This is an optimization exercise on Yosys and OpenROAD, whose aim is small area, not a production implementation.
In this exercise RTL edits were held to simulation tests only and were not proved equivalent to the original.
Power and IR drop assume default switching activity.

<file path="design.v">
module mips_regfile_rd_inv #(
    parameter int W = 1
) (
    input  logic [W-1:0] a,
    output logic [W-1:0] y
);
    assign y = ~a;
endmodule
module mips_regfile_rd_wrow #(
    parameter int W = 32
) (
    input  logic [W-1:0] q,
    input  logic         r,
    input  logic         rb,
    input  logic [W-1:0] c,
    output logic [W-1:0] d
);
    assign d = ~((q | {W{r}}) & ({W{rb}} | c));
endmodule
module mips_regfile_rd_aoi3 #(
    parameter int W = 32
) (
    input  logic         s0,
    input  logic [W-1:0] a0,
    input  logic         s1,
    input  logic [W-1:0] a1,
    input  logic         s2,
    input  logic [W-1:0] a2,
    output logic [W-1:0] y
);
    assign y = ~(({W{s0}} & a0) | ({W{s1}} & a1) | ({W{s2}} & a2));
endmodule
module mips_regfile_rd_aoi2 #(
    parameter int W = 32
) (
    input  logic         s0,
    input  logic [W-1:0] a0,
    input  logic         s1,
    input  logic [W-1:0] a1,
    output logic [W-1:0] y
);
    assign y = ~(({W{s0}} & a0) | ({W{s1}} & a1));
endmodule
module mips_regfile_rd_rport #(
    parameter int W = 32,
    parameter int N = 31,
    parameter int G = N / 3   
) (
    input  logic [N-1:0]        sel,
    input  logic [N-1:0][W-1:0] rows,
    input  logic                hold,
    input  logic [W-1:0]        held,
    output logic [G:0][W-1:0]   n
);
    for (genvar g = 0; g < G; g++) begin : grp
        mips_regfile_rd_aoi3 #(.W(W)) u_aoi (
            .s0(sel[3*g]),   .a0(rows[3*g]),
            .s1(sel[3*g+1]), .a1(rows[3*g+1]),
            .s2(sel[3*g+2]), .a2(rows[3*g+2]),
            .y (n[g])
        );
    end
    mips_regfile_rd_aoi2 #(.W(W)) u_last (
        .s0(sel[N-1]), .a0(rows[N-1]),
        .s1(hold),     .a1(held),
        .y (n[G])
    );
endmodule
module mips_regfile_rd #(
    parameter int DATA_WIDTH = 32,
    parameter int ADDR_WIDTH = 5
) (
    input  logic                  clk,
    input  logic                  reset,
    input  logic                  we,
    input  logic [ADDR_WIDTH-1:0] waddr,
    input  logic [DATA_WIDTH-1:0] wdata,
    input  logic                  re1,
    input  logic [ADDR_WIDTH-1:0] raddr1,
    output logic [DATA_WIDTH-1:0] rdata1,
    input  logic                  re2,
    input  logic [ADDR_WIDTH-1:0] raddr2,
    output logic [DATA_WIDTH-1:0] rdata2
);
    localparam int DEPTH = 2 ** ADDR_WIDTH;
    localparam int N     = DEPTH - 1;   
    logic ph;
    always_ff @(posedge clk or posedge reset) begin
        if (reset) ph <= 1'b0;
        else       ph <= ~ph;
    end
    logic [N-1:0][DATA_WIDTH-1:0] mem;
    logic [N-1:0][DATA_WIDTH-1:0] mem_d;
    logic [N-1:0]                 valid;
    logic [N-1:0] wsel_n, wsel, wsel_b;
    always_comb begin
        for (int k = 0; k < N; k++) wsel_n[k] = !(we && (waddr == ADDR_WIDTH'(k + 1)));
    end
    mips_regfile_rd_inv #(.W(N)) u_wsel   (.a(wsel_n), .y(wsel));
    mips_regfile_rd_inv #(.W(N)) u_wsel_b (.a(wsel),   .y(wsel_b));
    logic [DATA_WIDTH-1:0] wdata_ph_n, wdata_ph;
    assign wdata_ph_n = ~(wdata ^ {DATA_WIDTH{ph}});
    mips_regfile_rd_inv #(.W(DATA_WIDTH)) u_wdata (.a(wdata_ph_n), .y(wdata_ph));
    for (genvar k = 0; k < N; k++) begin : row
        mips_regfile_rd_wrow #(.W(DATA_WIDTH)) u_w (
            .q(mem[k]), .r(wsel[k]), .rb(wsel_b[k]), .c(wdata_ph), .d(mem_d[k])
        );
    end
    always_ff @(posedge clk) begin
        mem <= mem_d;
    end
    always_ff @(posedge clk or posedge reset) begin
        if (reset) valid <= '0;
        else       valid <= valid | ~wsel_n;
    end
    logic [N-1:0] rsel1_n, rsel2_n, rsel1, rsel2;
    always_comb begin
        for (int k = 0; k < N; k++) begin
            rsel1_n[k] = !(re1 && valid[k] && (raddr1 == ADDR_WIDTH'(k + 1)));
            rsel2_n[k] = !(re2 && valid[k] && (raddr2 == ADDR_WIDTH'(k + 1)));
        end
    end
    mips_regfile_rd_inv #(.W(N)) u_rsel1 (.a(rsel1_n), .y(rsel1));
    mips_regfile_rd_inv #(.W(N)) u_rsel2 (.a(rsel2_n), .y(rsel2));
    logic hold1, hold2;
    mips_regfile_rd_inv #(.W(1)) u_hold1 (.a(re1), .y(hold1));
    mips_regfile_rd_inv #(.W(1)) u_hold2 (.a(re2), .y(hold2));
    logic zk1, zk2, zk1_n, zk2_n;
    assign zk1 = re1 && (&rsel1_n) && ph;
    assign zk2 = re2 && (&rsel2_n) && ph;
    mips_regfile_rd_inv #(.W(1)) u_zk1 (.a(zk1), .y(zk1_n));
    mips_regfile_rd_inv #(.W(1)) u_zk2 (.a(zk2), .y(zk2_n));
    logic [DATA_WIDTH-1:0] out1, out2;
    logic [DATA_WIDTH-1:0] out1_d, out2_d;
    localparam int G = N / 3;
    logic [G:0][DATA_WIDTH-1:0] n1, n2;
    mips_regfile_rd_rport #(.W(DATA_WIDTH), .N(N)) u_rp1 (
        .sel(rsel1), .rows(mem), .hold(hold1), .held(out1), .n(n1)
    );
    mips_regfile_rd_rport #(.W(DATA_WIDTH), .N(N)) u_rp2 (
        .sel(rsel2), .rows(mem), .hold(hold2), .held(out2), .n(n2)
    );
    always_comb begin
        out1_d = {DATA_WIDTH{zk1_n}};
        out2_d = {DATA_WIDTH{zk2_n}};
        for (int g = 0; g <= G; g++) begin
            out1_d = out1_d & n1[g];
            out2_d = out2_d & n2[g];
        end
    end
    always_ff @(posedge clk or posedge reset) begin
        if (reset) begin
            out1 <= '0;
            out2 <= '0;
        end else begin
            out1 <= out1_d;
            out2 <= out2_d;
        end
    end
    assign rdata1 = out1 ^ {DATA_WIDTH{ph}};
    assign rdata2 = out2 ^ {DATA_WIDTH{ph}};
endmodule
</file>
<file path="flow/run.sh">
#!/bin/bash
# Layout flow: the standard flow (standard.sh, unchanged synthesis) with
#  - the clock tree built without dummy balancing loads,
#  - minimum-size port buffers,
#  - power recovery (downsizing of non-critical cells) after global routing.
# Each tool's output goes to the ORFS logs; this script's own output to run.log.
set -e
exec > run.log 2>&1
echo "== standard.sh"; cat standard.sh
echo "== config.mk"; cat config.mk
export CTS_ARGS="-sink_clustering_enable -repair_clock_nets -dont_use_dummy_load -sink_clustering_size 14 -sink_clustering_max_diameter 80 -buf_list sky130_fd_sc_hd__clkbuf_8"
export BUFFER_PORTS_ARGS="-buffer_cell sky130_fd_sc_hd__buf_1"
export RECOVER_POWER=100
bash standard.sh > standard.log 2>&1
</file>
<file path="standard.sh">
#!/bin/bash
# synth_recipe.tcl (not shown) runs the flow's synth.tcl, then flattens the netlist and writes it again
# the make line also repeats each setting of config.mk as NAME=value (left out here)
make -C /OpenROAD-flow-scripts/flow DESIGN_CONFIG=/design/flow/config.mk WORK_HOME=/design/flow/orfs CLKGATE_MAP_FILE= SYNTH_SCRIPT=/design/flow/synth_recipe.tcl "${@:-finish}"
</file>
<file path="config.mk">
export PLATFORM = sky130hd
export DESIGN_NAME = mips_regfile_rd
export DESIGN_NICKNAME = mips_regfile_rd
export VERILOG_FILES = /design/flow/design.v
export SDC_FILE = /design/flow/constraint.sdc
export NUM_CORES = 4
export LEC_CHECK = 0
export CAP_MARGIN = 20
export CORE_MARGIN = 2
export CORE_UTILIZATION = 55
export CTS_BUF_LIST = sky130_fd_sc_hd__clkbuf_8
export CTS_CLUSTER_DIAMETER = 80
export CTS_CLUSTER_SIZE = 14
export SLEW_MARGIN = 20
export SYNTH_HIERARCHICAL = 1
export SYNTH_MINIMUM_KEEP_SIZE = 0
</file>
<file path="constraint.sdc">
create_clock -name core_clock -period 5.0 [get_ports {clk}]
set_input_delay 1.0000 -clock core_clock [delete_from_list [all_inputs] [get_ports {clk}]]
set_output_delay 1.0000 -clock core_clock [all_outputs]
set_load 0.01 [all_outputs]
</file>
==> notes.md, run 1 <==
* # Max-Cap Violations at 26
* Clock Sink Count at 1088
* EDFF count, synth at 0
* Vias per inst at 8.532
* Layout filler cell count at 6738
* CP Data Arrival Time at 4.98 ns
* Outcome: complete, but fails checks
* Post-route non-filler standard cell count at 4982
* Ratio of cells with drive above 1 in the final layout at 6.406%
* CTS buffer count at 87
* Leak Pwr at 15.78 nW
* RR Startpoint: ph
* Mean Syn Cell Area at 10.96 sq um
* WHS Path Cells at 1
* H-tree levels at 3
* ANT nets after route at 0
* Clock slew seen by the registers of the worst setup and hold paths at 0.10 ns
* Crit-path max FO at 32
* Critical Path End Type: flip-flop
* Final setup viols at 0
* Hold Slack at 0.4739 ns
* Post-synthesis mux area share at 0.2654%
* Number of detailed-route iterations in the first pass at 14
* TritonCTS clock tree: yes
* Post-CTS Resized at 0
* Syn Nets at 4007
* Mapped cell area at 43370 sq um
* Crit path cell chain: clkbuf_1, nor2b_1, nand3_1, o21a_1, nor2_1, a2111oi_0, inv_1, clkbuf_2, nand4_1, nor3_1
* Actual slew at the worst max-slew pin at 2.521 ns
* Post-synthesis compound-gate area fraction at 30.82%
* Final nets at 3988
* CTS Hold Bufs at 0
* Gr usage total at 45.70%
* Worst vdd ir at 261.5 uV
* Post-route DRC at 0
* Cell row count at 102
* Die area at 81110 sq um
* Largest net degree at the start of global routing at 47
* Worst Hold Path EP: mem[807]
* Setup crit start kind: primary input
* First DRT Iteration DRCs at 9738
* R2R depth at 5
* WL per Instance at 39.01 um
* Ratio of final minimum period to clock period at 86.90%
* Post-synth ARST share at 8.824%
* Cell taking the most area after synthesis: dfxtp_1
* Die X at 284.8 um
* Xor/xnor share of the synthesized area at 1.939%
* Worst hold path class: flip-flop to flip-flop
* Port buffer count at 115
* Simple-gate area share of the yosys netlist at 6.024%
* Synth Warn # at 7
* Slowest stage delay, CP at 0.87 ns
* Die height at 284.8 um
* Core ar. at 77720 sq um
* Vias at 42507
* Initial core utilization at 55.80%
* Relative slew slack at -68.07%
* Hpwl dp at 123000 um
* First-pass GRT wire length at 277100 um
* Clock Skews at 0.07766 ns
* Num ports at 116
* Ranking of synthesized cells by area: dfxtp_1 46%, a222oi_1 15%, o22ai_1 14%, buf_6 5.8%, dfrtp_1 5.5%
* Total grt overflow at 0
* Violated checks: capacitance limit, slew limit
* Seq cells post-synth at 1088
* P&R area growth vs syn at 1.740%
* Synth Area in Adders at 0%
* Slowest CP cell: nor2b_1
* Fmax at 0.2301 GHz
* Commonest cells post-synth: 994 x o22ai_1, 992 x dfxtp_1, 640 x a222oi_1, 224 x buf_6, 198 x nand4_1
* Most common cell in the netlist: o22ai_1
* Final hold violations at 0
* Deepest clock path buffer count at 3
* Worst reg2reg setup slack at 1.10 ns
* Total negative slack at 0 ns
* Inst Count DP at 4883
* Critical path class: primary input to flip-flop
* Worst flop-to-flop path endpoint: mem[130]
* Final min period at 4.345 ns
* Max layer used: met5
* Pwr Density at 450.0 nW/um^2
* Drt total wl at 194300 um
* Routability cong. at 1.025
* Total Power at 19.85 mW
* Mapped Cells at 3955
* Min-delay src: mem[807]
* Largest family of logic cells by synthesized area: compound AO/OA/AOI/OAI gates
* Sequential element share of the synthesized area at 51.33%
* Netlist cell types at 51
* Number of global-route vias before repair at 40006
* Post-CTS Setup Bufs at 0
* Wire length on met1 at 68530 um
* Worst EP required at 5.64 ns
* DR WL met2 at 80070 um
* Main synth FF type: dfxtp_1
* Skew-Pair Late Insertion Delay at 0.76 ns
* Synth top area share at 45.79%
* Initial antenna violation count at 8
* Clock root buffer: clkbuf_8
* RSZ-0062 raised after global routing: false
* Routed wl met3 at 33130 um
* Slew Limit Fails at 792
## placed cells by master (no fill, tap or decap), types with 4 or more instances in the layout
master and n:
diode_2 8, clkinv_1 7, buf_1 113, a22o_1 4, a222oi_1 640, dfrtp_1 95, mux2_2 7, buf_4 135
clkbuf_8 87, nor3_1 66, inv_1 155, dfxtp_1 992, xor2_1 64, xnor2_1 32, nand2_1 39, a22oi_1 69
buf_12 7, nand4_1 198, nor2_1 13, nand2b_1 36, nor2b_1 10, and4b_1 6, o22ai_1 994, nand3_1 63
clkbuf_1 50
## cell type report
| type | count | area, sq um | area share, % |
|---|---|---|---|
| repair buffers | 309 | 1795 | 4.070 |
| diodes | 8 | 20.02 | 0.04537 |
| inverters | 163 | 613.1 | 1.390 |
| flip-flops and latches | 1088 | 22270 | 50.47 |
| clock buffers | 87 | 1197 | 2.714 |
| multi-input cells | 2287 | 16930 | 38.37 |
| well taps | 1040 | 1301 | 2.949 |
## metal layers
layer	GRT usage (%)	vias up
met5	0	-
met4	23.13	8
met3	18.14	986
met2	66.61	4110
met1	58.62	20647
li1	-	16756
## cells by family after synthesis
logic type | count (synthesis)
AOI/OAI and AO/OA | 1730
muxes | 10
DFF | 1088
xor gates and xnor gates | 96
buffers and inverters | 580
and+or+nand+nor | 451
## per-stage QoR
step	setup WS (ns)	util [%]	cell area, sq um
after global placement	0.8657	55.37	43040
after CTS	1.235	57.00	44310
after detailed placement	0.7899	55.46	43110
final	0.6548	56.77	44120
after global routing	0.7607	56.76	44110
after floorplan	1.495	-	43370
## flip-flops by register name, indices dropped and copies added (netlist names)
| register | cells |
|---|---|
| mem | 992 |
| out1 | 32 |
| out2 | 32 |
| valid | 31 |
| ph | 1 |
## how the worst max path moves through the flow
stage	slack, ns	to	startpoint	cells after the start
2_1_floorplan	1.49	out1[0]	reset	1
6_report	0.65	out2[1]	raddr2[2]	10
3_5_place_dp	0.79	out2[2]	raddr2[2]	10
3_3_place_gp	0.87	out2[0]	raddr2[2]	10
4_1_cts	1.24	rdata1[27]	ph	3
5_1_grt	0.76	out2[31]	raddr2[2]	10
## power breakdown
group	internal (mW)	switching, mW	leakage, nW
Combinational	1.23	1.44	5.58
Sequential	10.8	1.98	9.57
Clock	1.56	2.85	0.626
## critical path: cells and delay by family
family	cells	cell delay, ns
AND/OR/NAND/NOR	5	2.36
buffers and inverters	3	1.26
AO/OA/AOI/OAI	2	0.34
==> run 2: changes to the inputs <==
==> flow/run.sh (replaced) <==
#!/bin/bash
# Layout flow: the standard flow (standard.sh, unchanged synthesis) with
#  - inverters that drive wide nets sized up before placement (pre_gpl.tcl),
#  - the clock tree built without dummy balancing loads,
#  - minimum-size port buffers,
#  - power recovery (downsizing of non-critical cells) after global routing.
# ORFS writes each tool's log under orfs/logs; make's output goes to
# standard.log and this script's own output to run.log.
set -e
exec > run.log 2>&1
here=$(pwd)
export PRE_GLOBAL_PLACE_TCL="$here/flow/pre_gpl.tcl"
export CTS_ARGS="-sink_clustering_enable -repair_clock_nets -dont_use_dummy_load -sink_clustering_size 14 -sink_clustering_max_diameter 80 -buf_list sky130_fd_sc_hd__clkbuf_8"
export BUFFER_PORTS_ARGS="-buffer_cell sky130_fd_sc_hd__buf_1"
export RECOVER_POWER=100
bash standard.sh > standard.log 2>&1
==> flow/pre_gpl.tcl (new file) <==
# Before global placement: drop the synthesis buffers now (global placement
# would remove them anyway), then give every minimum inverter that drives a
# wide net (row/column selects, write data) the next drive strength, which has
# the same cell area, so repair_design does not buffer those nets.
remove_buffers
set db [ord::get_db]
set inv2 [$db findMaster sky130_fd_sc_hd__inv_2]
set n 0
foreach i [[ord::get_db_block] getInsts] {
  if {[[$i getMaster] getName] eq "sky130_fd_sc_hd__inv_1"} {
    foreach it [$i getITerms] {
      if {[$it isOutputSignal]} {
        set net [$it getNet]
        if {$net ne "NULL" && [llength [$net getITerms]] > 8} {
          $i swapMaster $inv2
          incr n
        }
      }
    }
  }
}
puts "pre_gpl: $n inverters upsized to inv_2"
==> run 2 against run 1 <==
Still fails the layout checks on capacitance limit, slew limit. Via count about the same. Area after synthesis stayed put. Clock skew increased by 0.028 ns. Count of clock-buffer cells in the layout up 1. Routed wire length rose by 3.0%. Synthesized cell count stayed put. Hold slack lost 0.014 ns.
==> notes.md, run 2 <==
* Ratio of final minimum period to clock period at 85.77% (-1.1 points)
* Mapped Cells at 3955 (unchanged)
* Critical Path End Type: flip-flop
* Synth top area share at 45.79% (unchanged)
* Seq cells post-synth at 1088 (unchanged)
* Max layer used: met5
* Post-CTS Resized at 0 (unchanged)
* Worst EP required at 5.46 ns (-0.18 ns)
* Final nets at 3847 (-3.5%)
* Syn Nets at 4007 (unchanged)
* Largest registers: mem x992, out1 x32, out2 x32
* RSZ-0062 raised after global routing: false
* Cell row count at 102 (unchanged)
* Register with the most flip-flops: mem
* Most common cell in the netlist: o22ai_1
* Total negative slack at 0 ns (unchanged)
* First-pass GRT wire length at 280200 um (+1.1%)
* WL per Instance at 41.40 um (+6.1%)
* Inst Count DP at 4743 (-2.9%)
* Critical path class: primary input to flip-flop
* Violated checks: capacitance limit, slew limit
* Ratio of cells with drive above 1 in the final layout at 6.776% (+0.37 points)
* Max FFs per register at 992 (unchanged)
* Core ar. at 77720 sq um (unchanged)
* Die height at 284.8 um (unchanged)
* Wire length on met1 at 68540 um (about the same)
* Clock Skews at 0.1059 ns (+0.02825 ns)
* Number of detailed-route iterations in the first pass at 14 (unchanged)
* Initial core utilization at 55.80% (unchanged)
* Hpwl dp at 110400 um (-10%)
* Mapped cell area at 43370 sq um (unchanged)
* Main synth FF type: dfxtp_1
* Num ports at 116 (unchanged)
* TritonCTS clock tree: yes
* Slew Limit Fails at 1037 (+31%)
* Worst flop-to-flop path endpoint: out1[31]
* Netlist cell types at 51 (unchanged)
* Skew-Pair Late Insertion Delay at 0.74 ns (-0.02 ns)
* Gr usage total at 46.83% (+1.1 points)
* CP Data Arrival Time at 4.75 ns (-0.23 ns)
* Number of global-route vias before repair at 40531 (+1.3%)
* Routed wl met3 at 35470 um (+7.1%)
* Most frequent cells in the layout: 994 x o22ai_1, 992 x dfxtp_1, 640 x a222oi_1
* Clock Sink Count at 1088 (unchanged)
* Setup crit start kind: primary input
* CTS buffer count at 88 (+1.1%)
* Commonest non-fill, non-tap cell in the layout: o22ai_1
* Outcome: complete, but fails checks
* Cell taking the most area after synthesis: dfxtp_1
* Clock root buffer: clkbuf_8
* Final hold violations at 0 (unchanged)
* Synth Warn # at 7 (unchanged)
* Total grt overflow at 0 (unchanged)
* Crit-path max FO at 32 (unchanged)
* Post-synth ARST share at 8.824% (unchanged)
* Port buffer count at 115 (unchanged)
* First DRT Iteration DRCs at 10033 (+3.0%)
* Deepest clock path buffer count at 3 (unchanged)
* Actual slew at the worst max-slew pin at 3.420 ns (+0.8994 ns)
* Final min period at 4.288 ns (-0.05683 ns)
* Fmax at 0.2332 GHz (+1.3%)
* Relative slew slack at -128.0% (-60 points)
* Die X at 284.8 um (unchanged)
* Worst vdd ir at 314.3 uV (+20%)
* Final setup viols at 0 (unchanged)
* Leak Pwr at 14.99 nW (-5.0%)
* Worst hold path class: primary input to async pin
* R2R depth at 5 (unchanged)
* Vias at 42525 (+0.042%)
* Die area at 81110 sq um (unchanged)
* Pwr Density at 456.7 nW/um^2 (+1.5%)
* Layout filler cell count at 6804 (+0.98%)
* CTS Hold Bufs at 0 (unchanged)
* RR Startpoint: valid[21]
* Clock slew seen by the registers of the worst setup and hold paths at 0.10 ns (about the same)
* EDFF count, synth at 0 (unchanged)
* Mean Syn Cell Area at 10.96 sq um (unchanged)
* Commonest cells post-synth: 994 x o22ai_1, 992 x dfxtp_1, 640 x a222oi_1, 224 x buf_6, 198 x nand4_1
* Routability cong. at 0.9799 (-4.4%)
* Largest net degree at the start of global routing at 81 (+72%)
* P&R area growth vs syn at -0.5598%
* Post-route DRC at 0 (unchanged)
* # Max-Cap Violations at 31 (+19%)
* ANT nets after route at 0 (unchanged)
* Initial antenna violation count at 6 (-2)
* Vias per inst at 8.792 (+3.0%)
* H-tree levels at 3 (unchanged)
* Ranking of synthesized cells by area: dfxtp_1 46%, a222oi_1 15%, o22ai_1 14%, buf_6 5.8%, dfrtp_1 5.5%
* Post-CTS Setup Bufs at 0 (unchanged)
* Post-route non-filler standard cell count at 4837 (-2.9%)
* DR WL met2 at 80560 um (+0.62%)
* Sequential element share of the synthesized area at 51.33% (unchanged)
* Drt total wl at 200300 um (+3.0%)
* Worst reg2reg setup slack at 1.99 ns (+0.89 ns)
[run 2: cell counts after synthesis]
Identical to the previous run, type by type.
[run 2: critical path, cell delays in order]
cell and delay (ns):
clkbuf_1 0.29, nand2_1 0.12, nor2_1 0.31, nand2_1 0.13, inv_1 0.11, clkbuf_1 2.41, o22ai_1 0.35
[run 2: layer usage]
layer | global-route usage, % | vias to the layer above
met5 | 0.8721 | -
met4 | 31.26 | 14
met3 | 20.07 | 1186
met2 | 66.05 | 4405
met1 | 57.94 | 20467
li1 | - | 16453
[run 2: per-stage QoR]
step | cell area [sq um] | hold WS [ns] | power (mW) | util [%] | worst slack (ns)
after floorplan | 43370 | 0.4415 | 14.01 | - | 1.495
after global placement | 41930 | 0.4507 | 14.95 | 53.95 | 1.058
after detailed placement | 41930 | 0.4602 | 15.22 | 53.95 | 0.8866
after CTS | 43150 | 0.2072 | 19.46 | 55.51 | 1.417
after global routing | 43120 | 0.4843 | 20.36 | 55.47 | 0.6684
final | 43120 | 0.4599 | 19.69 | 55.48 | 0.7116
[run 2: final cells by class]
type / count / area (sq um) / share of cell area (%)
Antenna cell: 4 / 10.01 / 0.02321
Timing Repair Buffer: 167 / 778.2 / 1.805
Clock buffer: 88 / 1211 / 2.809
Inverter: 163 / 623.1 / 1.445
Multi-Input combinational cell: 2287 / 16930 / 39.27
Tap cell: 1040 / 1301 / 3.018
Sequential cell: 1088 / 22270 / 51.63
[run 2: how the worst max path moves through the flow]
stage / start / to / slack [ns] / cells past startpoint
final: waddr[4] / mem[517] / 0.71 / 7
after floorplan: reset / out1[0] / 1.49 / 1
after CTS: ph / rdata1[24] / 1.42 / 3
after global routing: waddr[0] / mem[534] / 0.67 / 7
after global placement: raddr1[1] / out1[14] / 1.06 / 10
after detailed placement: raddr1[1] / out1[15] / 0.89 / 10
[run 2: kinds of logic after synthesis]
kind of cell / count (synthesis) / share of synthesized area, %
xor gates and xnor gates: 96 / 1.939
AOI/OAI and AO/OA: 1730 / 30.82
DFF: 1088 / 51.33
muxes: 10 / 0.2654
and+or+nand+nor: 451 / 6.024
buffers and inverters: 580 / 9.617
[run 2: where the power goes]
part / total (mW) / leakage [nW] / internal, mW / switching [mW]
clock network: 4.44 / 0.633 / 1.57 / 2.87
logic: 2.63 / 4.79 / 1.21 / 1.41
registers: 12.6 / 9.57 / 10.8 / 1.81
total: 19.7 / 15.0 / 13.6 / 6.10
==> run 3: changes to the inputs <==
--- a/flow/run.sh
+++ b/flow/run.sh
@@ -4,5 +4,5 @@
 #  - the clock tree built without dummy balancing loads,
 #  - minimum-size port buffers,
-#  - power recovery (downsizing of non-critical cells) after global routing.
+#  - global placement without timing-driven repair (repair_design runs after it).
 # ORFS writes each tool's log under orfs/logs; make's output goes to
 # standard.log and this script's own output to run.log.
@@ -13,4 +13,4 @@
 export CTS_ARGS="-sink_clustering_enable -repair_clock_nets -dont_use_dummy_load -sink_clustering_size 14 -sink_clustering_max_diameter 80 -buf_list sky130_fd_sc_hd__clkbuf_8"
 export BUFFER_PORTS_ARGS="-buffer_cell sky130_fd_sc_hd__buf_1"
-export RECOVER_POWER=100
+export GPL_TIMING_DRIVEN=0
 bash standard.sh > standard.log 2>&1
--- a/config.mk
+++ b/config.mk
@@ -9,7 +9,4 @@
 export CORE_MARGIN = 2
 export CORE_UTILIZATION = 55
-export CTS_BUF_LIST = sky130_fd_sc_hd__clkbuf_8
-export CTS_CLUSTER_DIAMETER = 80
-export CTS_CLUSTER_SIZE = 14
 export SLEW_MARGIN = 20
 export SYNTH_HIERARCHICAL = 1
==> run 3 against run 2 <==
Now clean on timing, DRC and antenna. Routed wire length fell by 2.3%. Clock power barely moved. Power fell by 0.42%. Sequential cell count did not move. Register-to-register slack got worse by 0.14 ns. Final cell count fell by 0.85%. Sequential share of layout area rose by 0.25 points. Via count fell by 1.5%. Clock skew rose by 0.0053 ns. Non-clock buffer count fell by 47. Largest cell class unchanged. Highest routed layer unchanged.
==> notes.md, run 3 <==
* Outcome: complete, no violations
* Place WS at 0.3211 ns (-0.5654 ns)
* Largest registers: mem x992, out1 x32, out2 x32
* Final hold violations at 0 (unchanged)
* ANT nets after route at 0 (unchanged)
* Post-synth ARST share at 8.824% (unchanged)
* Main synth FF type: dfxtp_1
* Post-route DRC at 0 (unchanged)
* Worst flop-to-flop path endpoint: out1[5]
* Post-CTS Resized at 0 (unchanged)
* TritonCTS clock tree: yes
* P&R area growth vs syn at -1.036%
* Final min period at 4.168 ns (-0.1205 ns)
* Max FFs per register at 992 (unchanged)
* Post-CTS Setup Bufs at 0 (unchanged)
* Number of detailed-route iterations in the first pass at 13 (-1)
* First-pass GRT wire length at 276000 um (-1.5%)
* Final nets at 3800 (-1.2%)
* Setup crit start kind: primary input
* Register with the most flip-flops: mem
* Core ar. at 77720 sq um (unchanged)
* Clock Skews at 0.1112 ns (+0.005287 ns)
* Mapped Cells at 3955 (unchanged)
* Die area at 81110 sq um (unchanged)
* Netlist cell types at 51 (unchanged)
* CP Data Arrival Time at 4.78 ns (+0.03 ns)
* Ratio of cells with drive above 1 in the final layout at 7.288% (+0.51 points)
* Routability cong. at 1.024 (+4.5%)
* RR Startpoint: ph
* CTS buffer count at 88 (unchanged)
* WL per Instance at 40.81 um (-1.4%)
* Inst Count DP at 4696 (-0.99%)
* Deepest clock path buffer count at 3 (unchanged)
* Drt total wl at 195700 um (-2.3%)
* R2R depth at 7 (+2)
* Relative slew slack at 9.815% (+140 points)
* Dpl cell area at 41630 sq um (-0.72%)
* Port buffer count at 115 (unchanged)
* Crit-path max FO at 32 (unchanged)
* Clock root buffer: clkbuf_8
* CTS Hold Bufs at 0 (unchanged)
* Gr usage total at 45.97% (-0.86 points)
* Final core utilization at 55.22% (-0.27 points)
* Seq cells post-synth at 1088 (unchanged)
* Total negative slack at 0 ns (unchanged)
* Clock Sink Count at 1088 (unchanged)
* Commonest non-fill, non-tap cell in the layout: o22ai_1
* Hold Slack at 0.2517 ns (-0.2082 ns)
* Cell taking the most area after synthesis: dfxtp_1
* Initial core utilization at 55.80% (unchanged)
* Crit path from: raddr1[1]
* Worst EP required at 5.61 ns (+0.15 ns)
* EDFF count, synth at 0 (unchanged)
* Slew Limit Fails at 0 (-100%)
* Mapped cell area at 43370 sq um (unchanged)
* Worst vdd ir at 257.2 uV (-18%)
* Sequential element share of the synthesized area at 51.33% (unchanged)
* Clock slew seen by the registers of the worst setup and hold paths at 0.10 ns (about the same)
* Total Power at 19.61 mW (-0.42%)
* Ranking of synthesized cells by area: dfxtp_1 46%, a222oi_1 15%, o22ai_1 14%, buf_6 5.8%, dfrtp_1 5.5%
* Most frequent cells in the layout: 994 x o22ai_1, 992 x dfxtp_1, 640 x a222oi_1
* Vias at 41873 (-1.5%)
* Number of global-route vias before repair at 40528 (-0.0074%)
* Pwr Density at 457.0 nW/um^2 (about the same)
* Cell row count at 102 (unchanged)
* Post-route cell area at 42920 sq um (-0.48%)
* Mean Syn Cell Area at 10.96 sq um (unchanged)
* Critical path class: primary input to flip-flop
* Worst hold path class: primary input to async pin
* PnR worst setup slack at 0.8321 ns (+0.1205 ns)
* Most common cell in the netlist: o22ai_1
* Largest net degree at the start of global routing at 62 (-23%)
* Fmax at 0.2399 GHz (+2.9%)
* Die X at 284.8 um (unchanged)
* Worst reg2reg setup slack at 1.85 ns (-0.14 ns)
* Synth top area share at 45.79% (unchanged)
* Ratio of final minimum period to clock period at 83.36% (-2.4 points)
* Actual slew at the worst max-slew pin at 1.351 ns (-2.070 ns)
* First DRT Iteration DRCs at 9740 (-2.9%)
* H-tree levels at 3 (unchanged)
* Post-route non-filler standard cell count at 4796 (-0.85%)
* # Max-Cap Violations at 0 (-100%)
* Synth Warn # at 7 (unchanged)
* Skew-Pair Late Insertion Delay at 0.74 ns (about the same)
* Num ports at 116 (unchanged)
* Vias per inst at 8.731 (-0.69%)
* RSZ-0062 raised after global routing: false
* Syn Nets at 4007 (unchanged)
* Initial antenna violation count at 8 (+2)
* Leak Pwr at 14.78 nW (-1.4%)
* Commonest cells post-synth: 994 x o22ai_1, 992 x dfxtp_1, 640 x a222oi_1, 224 x buf_6, 198 x nand4_1
* Hpwl dp at 105800 um (-4.1%)
* Critical Path End Type: flip-flop
* Final setup viols at 0 (unchanged)
* Total grt overflow at 0 (unchanged)
* Die height at 284.8 um (unchanged)
## run 3: cell types whose count changed in the layout (fill, tap and decap cells not counted), moves of 3 or more
cell | before | now
clkinv_1 | 3 | 0
inv_2 | 110 | 153
buf_1 | 110 | 115
buf_4 | 27 | 0
inv_1 | 41 | 2
clkbuf_1 | 26 | 0
buf_16 | 0 | 3
diode_2 | 4 | 10
## run 3: cell families after synthesis
family	share of synthesized area, %
compound gates	30.82
flops	51.33
buf+inv	9.617
simple gates	6.024
xor+xnor	1.939
mux	0.2654
## run 3: worst max path at each step
stage | endpoint | cells after the start
floorplan | out1[0] | 1
global placement | out2[26] | 6
detailed placement | out1[5] | 9
CTS | out1[5] | 9
global route | out1[5] | 9
finish | out1[5] | 9
## run 3: worst max-delay path: stages
cell,delay (ns)
buf_1,0.65
nor2b_1,0.71
a221oi_1,0.17
a2111oi_0,0.41
a211oi_1,0.09
and3_1,0.19
inv_2,0.74
nand4_1,0.37
nor3_1,0.40
## run 3: cell type report
type                       instances  area [sq um]
inverter                         163         625.6
clock buffer                      88          1211
timing repair buffer             120         554.3
antenna                           10         25.02
tap                             1040          1301
fill                            6733         34810
sequential                      1088         22270
multi-input combinational       2287         16930
## run 3: power breakdown
part / switching, mW / internal, mW / leakage (nW) / total, mW
Sequential: 1.77 / 10.8 / 9.57 / 12.6
Clock: 2.86 / 1.57 / 0.633 / 4.44
Combinational: 1.39 / 1.21 / 4.58 / 2.60
## run 3: layer usage
layer	part of all wire (%)	GRT usage, %
met3	17	19.06
met1	35	56.90
met2	42	67.10
met5	0.11	1.453
met4	6.9	26.64
==> run 4: changes to the inputs <==
--- a/design.v
+++ b/design.v
@@ -6,4 +6,23 @@
 );
     assign y = ~a;
+endmodule
+module mips_regfile_rd_nand2v #(
+    parameter int W = 1
+) (
+    input  logic [W-1:0] a,
+    input  logic [W-1:0] b,
+    output logic [W-1:0] y
+);
+    assign y = ~(a & b);
+endmodule
+module mips_regfile_rd_nand3v #(
+    parameter int W = 1
+) (
+    input  logic [W-1:0] a,
+    input  logic [W-1:0] b,
+    input  logic [W-1:0] c,
+    output logic [W-1:0] y
+);
+    assign y = ~(a & b & c);
 endmodule
 module mips_regfile_rd_wrow #(
@@ -93,8 +112,21 @@
     logic [N-1:0][DATA_WIDTH-1:0] mem_d;
     logic [N-1:0]                 valid;
+    localparam int LO = 2;
+    localparam int HI = ADDR_WIDTH - LO;
+    logic [2**LO-1:0] wa_lo;
+    logic [2**HI-1:0] wa_hi;
+    always_comb begin
+        for (int j = 0; j < 2**LO; j++) wa_lo[j] = we && (waddr[LO-1:0] == LO'(j));
+        for (int j = 0; j < 2**HI; j++) wa_hi[j] = (waddr[ADDR_WIDTH-1:LO] == HI'(j));
+    end
     logic [N-1:0] wsel_n, wsel, wsel_b;
-    always_comb begin
-        for (int k = 0; k < N; k++) wsel_n[k] = !(we && (waddr == ADDR_WIDTH'(k + 1)));
-    end
+    logic [N-1:0] wsel_lo, wsel_hi;
+    always_comb begin
+        for (int k = 0; k < N; k++) begin
+            wsel_lo[k] = wa_lo[(k + 1) % (2**LO)];
+            wsel_hi[k] = wa_hi[(k + 1) / (2**LO)];
+        end
+    end
+    mips_regfile_rd_nand2v #(.W(N)) u_wdec (.a(wsel_lo), .b(wsel_hi), .y(wsel_n));
     mips_regfile_rd_inv #(.W(N)) u_wsel   (.a(wsel_n), .y(wsel));
     mips_regfile_rd_inv #(.W(N)) u_wsel_b (.a(wsel),   .y(wsel_b));
@@ -114,11 +146,28 @@
         else       valid <= valid | ~wsel_n;
     end
+    logic [2**LO-1:0] ra1_lo, ra2_lo;
+    logic [2**HI-1:0] ra1_hi, ra2_hi;
+    always_comb begin
+        for (int j = 0; j < 2**LO; j++) begin
+            ra1_lo[j] = re1 && (raddr1[LO-1:0] == LO'(j));
+            ra2_lo[j] = re2 && (raddr2[LO-1:0] == LO'(j));
+        end
+        for (int j = 0; j < 2**HI; j++) begin
+            ra1_hi[j] = (raddr1[ADDR_WIDTH-1:LO] == HI'(j));
+            ra2_hi[j] = (raddr2[ADDR_WIDTH-1:LO] == HI'(j));
+        end
+    end
+    logic [N-1:0] rsel1_lo, rsel1_hi, rsel2_lo, rsel2_hi;
+    always_comb begin
+        for (int k = 0; k < N; k++) begin
+            rsel1_lo[k] = ra1_lo[(k + 1) % (2**LO)];
+            rsel1_hi[k] = ra1_hi[(k + 1) / (2**LO)];
+            rsel2_lo[k] = ra2_lo[(k + 1) % (2**LO)];
+            rsel2_hi[k] = ra2_hi[(k + 1) / (2**LO)];
+        end
+    end
     logic [N-1:0] rsel1_n, rsel2_n, rsel1, rsel2;
-    always_comb begin
-        for (int k = 0; k < N; k++) begin
-            rsel1_n[k] = !(re1 && valid[k] && (raddr1 == ADDR_WIDTH'(k + 1)));
-            rsel2_n[k] = !(re2 && valid[k] && (raddr2 == ADDR_WIDTH'(k + 1)));
-        end
-    end
+    mips_regfile_rd_nand3v #(.W(N)) u_rdec1 (.a(rsel1_lo), .b(rsel1_hi), .c(valid), .y(rsel1_n));
+    mips_regfile_rd_nand3v #(.W(N)) u_rdec2 (.a(rsel2_lo), .b(rsel2_hi), .c(valid), .y(rsel2_n));
     mips_regfile_rd_inv #(.W(N)) u_rsel1 (.a(rsel1_n), .y(rsel1));
     mips_regfile_rd_inv #(.W(N)) u_rsel2 (.a(rsel2_n), .y(rsel2));
==> run 4 against run 3 <==
Via count shrank 0.76%. Highest routed layer unchanged. Final cell count shrank 1.2%. Sequential cell count is the same.
==> notes.md, run 4 <==
* Max FFs per register at 992 (unchanged)
* Slew Limit Fails at 0 (unchanged)
* Hpwl dp at 102800 um (-2.8%)
* Mean Syn Cell Area at 11.02 sq um (+0.49%)
* Critical Path End Type: flip-flop
* Final nets at 3749 (-1.3%)
* Num ports at 116 (unchanged)
* Number of detailed-route iterations in the first pass at 17 (+4)
* Outcome: complete, no violations
* DR WL met2 at 80940 um (-0.69%)
* PnR worst setup slack at 1.201 ns (+0.3687 ns)
* Final min period at 3.799 ns (-0.3687 ns)
* First DRT Iteration DRCs at 8985 (-7.8%)
* CTS buffer count at 88 (unchanged)
* Worst flop-to-flop path endpoint: out1[25]
* Synth Warn # at 7 (unchanged)
* Register with the most flip-flops: mem
* R2R depth at 7 (unchanged)
* Die height at 282.9 um (-0.67%)
* Die area at 80020 sq um (-1.3%)
* Clock slew seen by the registers of the worst setup and hold paths at 0.09 ns (about the same)
* Port buffer count at 115 (unchanged)
* Post-route DRC at 0 (unchanged)
* Total negative slack at 0 ns (unchanged)
* Routability cong. at 0.9409 (-8.2%)
* Netlist cell types at 22 (-57%)
* Worst reg2reg setup slack at 1.72 ns (-0.13 ns)
* Cell taking the most area after synthesis: dfxtp_1
* Deepest clock path buffer count at 3 (unchanged)
* Actual slew at the worst max-slew pin at 1.341 ns (-0.01011 ns)
* Crit-path max FO at 33 (+3.1%)
* P&R area growth vs syn at -0.7226%
* Ranking of synthesized cells by area: dfxtp_1 46%, a222oi_1 15%, o22ai_1 15%, buf_6 5.8%, dfrtp_1 5.6%
* Pwr Density at 460.1 nW/um^2 (+0.68%)
* RSZ-0062 raised after global routing: false
* Routed wl met3 at 33320 um (+2.2%)
* Ratio of final minimum period to clock period at 75.98% (-7.4 points)
* Vias per inst at 8.770 (+0.45%)
* Worst EP required at 5.61 ns (about the same)
* Relative slew slack at 10.62% (+0.81 points)
* Post-CTS Setup Bufs at 0 (unchanged)
* Skew-Pair Late Insertion Delay at 0.75 ns (about the same)
* Clock Skews at 0.09030 ns (-0.02090 ns)
* CTS Hold Bufs at 0 (unchanged)
* Mapped cell area at 42770 sq um (-1.4%)
* Ratio of cells with drive above 1 in the final layout at 6.982% (-0.31 points)
* Post-synth ARST share at 8.824% (unchanged)
* Post-CTS Resized at 0 (unchanged)
* Main synth FF type: dfxtp_1
* Most frequent cells in the layout: 992 x o22ai_1, 992 x dfxtp_1, 640 x a222oi_1
* # Max-Cap Violations at 0 (unchanged)
* TritonCTS clock tree: yes
* Largest registers: mem x992, out1 x32, out2 x32
* CP Data Arrival Time at 4.41 ns (-0.37 ns)
* Worst hold path class: primary input to async pin
* Total grt overflow at 0 (unchanged)
* Synth top area share at 46.43% (+0.63 points)
* Critical path class: primary input to flip-flop
* Die X at 282.9 um (-0.67%)
* Wire length on met1 at 66800 um (-1.6%)
* Drt total wl at 195600 um (about the same)
* Largest net degree at the start of global routing at 54 (-13%)
* Place WS at 0.6847 ns (+0.3636 ns)
* Syn Nets at 3934 (-1.8%)
* RR Startpoint: ph
* Commonest cells post-synth: 992 x dfxtp_1, 992 x o22ai_1, 640 x a222oi_1, 219 x buf_6, 206 x nand4_1
* Mapped Cells at 3882 (-1.8%)
* Sequential element share of the synthesized area at 52.04% (+0.71 points)
* Worst vdd ir at 253.8 uV (-1.3%)
* First-pass GRT wire length at 276800 um (+0.26%)
* Leak Pwr at 14.74 nW (-0.28%)
* WL per Instance at 41.28 um (+1.1%)
* Fmax at 0.2632 GHz (+9.7%)
* Gr usage total at 47.56% (+1.6 points)
* Vias at 41554 (-0.76%)
* Max layer used: met5
* Initial antenna violation count at 8 (unchanged)
* Initial core utilization at 55.40% (-0.40 points)
* Setup crit start kind: primary input
* ANT nets after route at 0 (unchanged)
* H-tree levels at 3 (unchanged)
* Final hold violations at 0 (unchanged)
* EDFF count, synth at 0 (unchanged)
* Core ar. at 77210 sq um (-0.66%)
* Seq cells post-synth at 1088 (unchanged)
* Clock Sink Count at 1088 (unchanged)
* Cell row count at 102 (unchanged)
* Final setup viols at 0 (unchanged)
* Number of global-route vias before repair at 40779 (+0.62%)
* Clock root buffer: clkbuf_8
-- run 4: cell count changes in the layout (fill, tap and decap cells not counted), sizes merged, moves of 5 or more --
cell | before | now
nand4 | 198 | 206
inv | 156 | 148
a22oi | 70 | 64
nor3b | 2 | 12
clkinv | 7 | 14
and4b | 6 | 0
nor2b | 10 | 0
and3b | 0 | 10
nand2b | 36 | 31
nor2 | 13 | 5
diode | 10 | 3
mux2 | 9 | 0
-- run 4: layer usage --
metal / vias up / GRT usage (%)
li1: 16172 / -
met1: 20209 / 57.60
met2: 4033 / 68.21
met3: 1130 / 21.50
met4: 10 / 30.71
met5: - / 0.1832
-- run 4: how the worst max path moves through the flow --
| stage | startpoint | end | slack [ns] | cells after the start |
|---|---|---|---|---|
| detailed placement | re2 | out2[25] | 0.68 | 9 |
| CTS | re2 | out2[25] | 1.43 | 9 |
| global route | waddr[3] | mem[333] | 1.25 | 6 |
| finish | waddr[2] | mem[220] | 1.20 | 6 |
| global placement | ph | out2[25] | -1.51 | 6 |
| floorplan | reset | out1[0] | 1.49 | 1 |
-- run 4: through the flow --
step / std cells / hold WS, ns / total power, mW / cell area (sq um) / util (%)
after detailed placement: 4645 / 0.4593 / 15.09 / 41180 / 53.34
after floorplan: 3882 / 0.4415 / 13.95 / 42770 / -
final: 4738 / 0.3039 / 19.54 / 42470 / 55.00
after global routing: 4736 / 0.3458 / 20.27 / 42460 / 54.99
after CTS: 4733 / 0.2869 / 19.32 / 42400 / 54.91
after global placement: 4642 / 0.4500 / 14.75 / 41090 / 53.22
-- run 4: cell families (layout without fill, tap and decap cells) --
logic type / count (synthesis) / count (layout) / share of synthesized area [%]
xor+xnor: 96 / 96 / 1.966
compound gates: 1696 / 1696 / 30.61
simple gates: 445 / 445 / 5.973
flops: 1088 / 1088 / 52.04
buf+inv: 557 / 370 / 9.410
other cells: 0 / 3 / 0
-- run 4: area by class of cell --
cell class,count,area (sq um)
Timing Repair Buffer,120,546.8
Antenna cell,3,7.507
Fill cell,6724,34750
Multi-Input combinational cell,2237,16500
Tap cell,1040,1301
Clock buffer,88,1211
Inverter,162,630.6
Sequential cell,1088,22270
-- run 4: critical path, stage by stage --
cell and delay (ns):
buf_1 0.26, nor3b_1 0.59, nand2_1 0.21, clkinv_2 0.68
clkinv_2 1.10, o22ai_1 0.47
-- run 4: power breakdown --
group          switching (mW)  internal [mW]  total, mW
registers                1.70           10.8       12.5
logic                    1.40           1.19       2.59
clock network            2.87           1.57       4.45

## afterwards: timing with drivers on the ports
No port has a modelled driver above. Below, the same layouts with a new extraction and two added sets of constraints.
Step 1, drivers: a clkbuf_16 drives clk and a buf_2 each remaining input, both assumed.
Step 2 also shifts input and output timing later by t, the mid clock arrival at the registers, as if the neighbouring blocks saw the same clock.
Three values: no drivers, after step 1, after step 2; two values: the first two.
| run | t, ns | setup slack, ns | worst hold slack (ns) | slew at the worst register clock pin (ns) |
|---|---|---|---|---|
| run 1 | 0.794 | 0.655 / 0.702 / -0.092 | 0.474 / 0.474 / 0.474 | 0.10 / 0.10 |
| run 2 | 0.761 | 0.712 / 0.742 / -0.019 | 0.460 / 0.426 / 0.473 | 0.10 / 0.10 |
| run 3 | 0.760 | 0.832 / 0.849 / 0.089 | 0.252 / 0.209 / 0.473 | 0.10 / 0.10 |
| run 4 | 0.778 | 1.201 / 1.245 / 0.467 | 0.304 / 0.252 / 0.474 | 0.10 / 0.10 |
The setup slack of run 1, which loses most, moves by +0.047 ns with the drivers and by -0.747 ns with both steps.
